This design comes from an exercise in tuning for small area, a short achievable clock period and few clock cycles per item on the open sky130 flow, not from production work.
RTL that was checked went through simulation tests only; none was proved equivalent to the original.
Power is estimated from default activity; no workload was simulated.

Design fp_mul_arbiter, start of the top module:
module fp_mul_arbiter #(
   parameter int unsigned CALC_CYCLES = 1
) (
   input  logic        clk,
   input  logic        rst,
   input  logic        req0_valid,
   input  logic        req1_valid,
   output logic        req0_ready,
   output logic        req1_ready,
   input  logic [31:0] req0_a,
   input  logic [31:0] req0_b,
   input  logic [31:0] req1_a,
   input  logic [31:0] req1_b,
   output logic        rsp_valid,
   input  logic        rsp_ready,
   output logic        rsp_id,
   output logic [31:0] rsp_data,
   output logic        busy
);
Size in the first run: ~2500 cells after synthesis, about 170 flip-flops, ~25000 um^2 of cells after synthesis.
clock: 11.0 ns
lec_check: 0
cap_margin: 20
core_margin: 2
core_utilization: 55
setup_slack_margin: 5
slew_margin: 20
synth_hierarchical: 1
standard.sh (not shown) runs the stock make flow with config.mk's settings and CLKGATE_MAP_FILE= SYNTH_SCRIPT=/design/flow/synth_recipe.tcl, a recipe that flattens the netlist after the stock synthesis.
==> flow/flow/run.sh <==
#!/bin/bash
set -euo pipefail
bash standard.sh "BUFFER_PORTS_ARGS=-buffer_cell sky130_fd_sc_hd__buf_1" SETUP_SLACK_MARGIN=5.7 finish > make.log 2>&1
The baseline passed the timing, DRC and antenna checks.
Next try:
==> flow/flow/run.sh (replaced) <==
#!/bin/bash
set -euo pipefail
bash standard.sh "BUFFER_PORTS_ARGS=-buffer_cell sky130_fd_sc_hd__buf_1" SETUP_SLACK_MARGIN=5.5 finish > make.log 2>&1
Effect:
- The changed run completed with no timing, DRC or antenna violations
- synthesized cell count stays the same
- via count decreases by 1.4%
- clock-buffer cell count decreases by 1
- first-iteration DRC count decreases by 0.46%
No functional check of the RTL was part of any run of this note.

fp_mul_arbiter, a different RTL version from the one above (not shown whole).
Size in the first run: about 170 flip-flops, roughly 25000 sq um of cells after synthesis.
==> flow/design.v (excerpt) <==
module fp_mul_arbiter #(
   parameter int unsigned CALC_CYCLES = 1
) (
   input  logic        clk,
   input  logic        rst,
   input  logic        req0_valid,
   input  logic        req1_valid,
   output logic        req0_ready,
   output logic        req1_ready,
   input  logic [31:0] req0_a,
   input  logic [31:0] req0_b,
   input  logic [31:0] req1_a,
   input  logic [31:0] req1_b,
   output logic        rsp_valid,
   input  logic        rsp_ready,
   output logic        rsp_id,
   output logic [31:0] rsp_data,
   output logic        busy
);
   logic        ptr_q;
   logic        adv, grant1, acc;
   logic        va_q, ida_q, sga_q, nana_q, infa_q, zeroa_q;
   logic [22:0] fa_q, fb_q;    
   logic [8:0]  esa_q;         
   logic        vb_q, idb_q, sgnb_q, nanb_q, infb_q, zerob_q;
   logic [25:0] sbn_q, cbn_q;  
   logic        cib_q;         
   logic        stb_q;         
   logic [8:0]  esb_q;         
   logic        vr_q, idr_q;
   logic [31:0] dr_q;
   assign adv        = ~(vr_q & ~rsp_ready);
   assign grant1     = req1_valid & (~req0_valid | ptr_q);
   assign req0_ready = ~rst & adv & ~(req1_valid & ptr_q);
   assign req1_ready = ~rst & adv & (ptr_q | ~req0_valid);
   assign acc        = ~rst & adv & (req0_valid | req1_valid);
   assign rsp_valid = vr_q;
   assign rsp_id    = idr_q;
   assign rsp_data  = dr_q;
   assign busy      = va_q | vb_q | vr_q;
   logic [31:0] as, bs;
   logic [7:0]  e1, e2;
   logic        nan1, nan2, inf1, inf2, zero1, zero2;
   assign as    = grant1 ? req1_a : req0_a;
  ...
Settings: LEC_CHECK=0, CAP_MARGIN=20, CORE_MARGIN=2, CORE_UTILIZATION=60, SETUP_SLACK_MARGIN=5, SLEW_MARGIN=20, SYNTH_HIERARCHICAL=1; clock period 11.0 ns.
==> flow/flow/run.sh <==
#!/bin/bash
set -euo pipefail
bash standard.sh "BUFFER_PORTS_ARGS=-buffer_cell sky130_fd_sc_hd__buf_1" SETUP_SLACK_MARGIN=5.7 finish > make.log 2>&1
Testbench counts at the start, summed over its fixed seeds: cycles 3,224, items 3,200.
Rerun with:
==> flow/flow/run.sh (replaced) <==
#!/bin/bash
set -euo pipefail
bash standard.sh "BUFFER_PORTS_ARGS=-buffer_cell sky130_fd_sc_hd__buf_1" SETUP_SLACK_MARGIN=5.5 finish > make.log 2>&1
- CORE_UTILIZATION: 60 -> 55
What happened:
- register-to-register slack got worse by 0.09 ns
- final area shrinks by 2.7%
- setup slack got worse by 0.013 ns
- count of clock-buffer cells in the layout stays the same
- routed wire length shrinks by 1.0%
- worst hold slack got worse by 0.0046 ns
- sequential cell count does not change
- clock power shrinks by 9.3%
- critical path depth grows by 10
Rerun with:
==> flow/flow/run.sh (replaced) <==
#!/bin/bash
set -euo pipefail
bash standard.sh "BUFFER_PORTS_ARGS=-buffer_cell sky130_fd_sc_hd__buf_1" SETUP_SLACK_MARGIN=5.9 finish > make.log 2>&1
Total power rises by about 5.4%.
Core utilization went up by 2.8 points.
Final cell count rises by about 2%.
Design area goes up by about 5%.
Sequential cell count is unchanged.
Setup slack is better by 0.13 ns.
Clock skew rose by 0.0067 ns.
Synthesized area does not change.
Clock-buffer cell count is higher by 3.
Sequential share of layout area drops by 0.88 points.
Rerun with:
==> flow/flow/run.sh (replaced) <==
#!/bin/bash
set -euo pipefail
bash standard.sh "BUFFER_PORTS_ARGS=-buffer_cell sky130_fd_sc_hd__buf_1" SETUP_SLACK_MARGIN=5.7 finish > make.log 2>&1
Result: Clock-buffer cell count went down by 3. Core utilization went down by 2.2 points. Via count went down by a few percent. Cell count went down slightly. Synthesized area is unchanged. Wire length went down by a few percent. Clock power hardly moves.

-- separate check: timing with driven ports --
Ports are ideal in the flow. The routed layouts listed here were re-timed in OpenROAD.
Step 1 assumes that a clkbuf_16 drives the clock port and a buf_2 every other input.
Step 2 adds t to the input delays and takes it off the output delays; t is the mean of the earliest and latest rising clock arrival at the registers after step 1. Input paths then give back, and output paths get back, about the clock's delay inside the block.
Slacks: ideal / step 1 / step 2; pairs: ideal / step 1.
run | t, ns | setup slack, ns | hold slack, ns | latest minus earliest clock arrival (ns)
the first run of note 1 | 0.551 | 5.866 / 5.866 / 5.525 | 0.416 / 0.416 / 0.416 | 0.013 / 0.012
the second run of note 1 | 0.548 | 5.713 / 5.713 / 5.315 | 0.417 / 0.417 / 0.417 | 0.017 / 0.018
the first run of note 2 | 0.520 | 5.771 / 5.744 / 5.585 | 0.420 / 0.420 / 0.420 | 0.013 / 0.013
the second run of note 2 | 0.551 | 5.759 / 5.746 / 5.470 | 0.415 / 0.415 / 0.415 | 0.020 / 0.020
the third run of note 2 | 0.542 | 5.888 / 5.862 / 5.580 | 0.406 / 0.406 / 0.406 | 0.026 / 0.025
the fourth run of note 2 | 0.552 | 5.855 / 5.855 / 5.630 | 0.415 / 0.415 / 0.415 | 0.020 / 0.020
After both steps setup and hold are still met in every run listed. The setup slack of the second run of note 1, which loses most, moves by 0.000 ns with the drivers and by -0.398 ns with both steps.
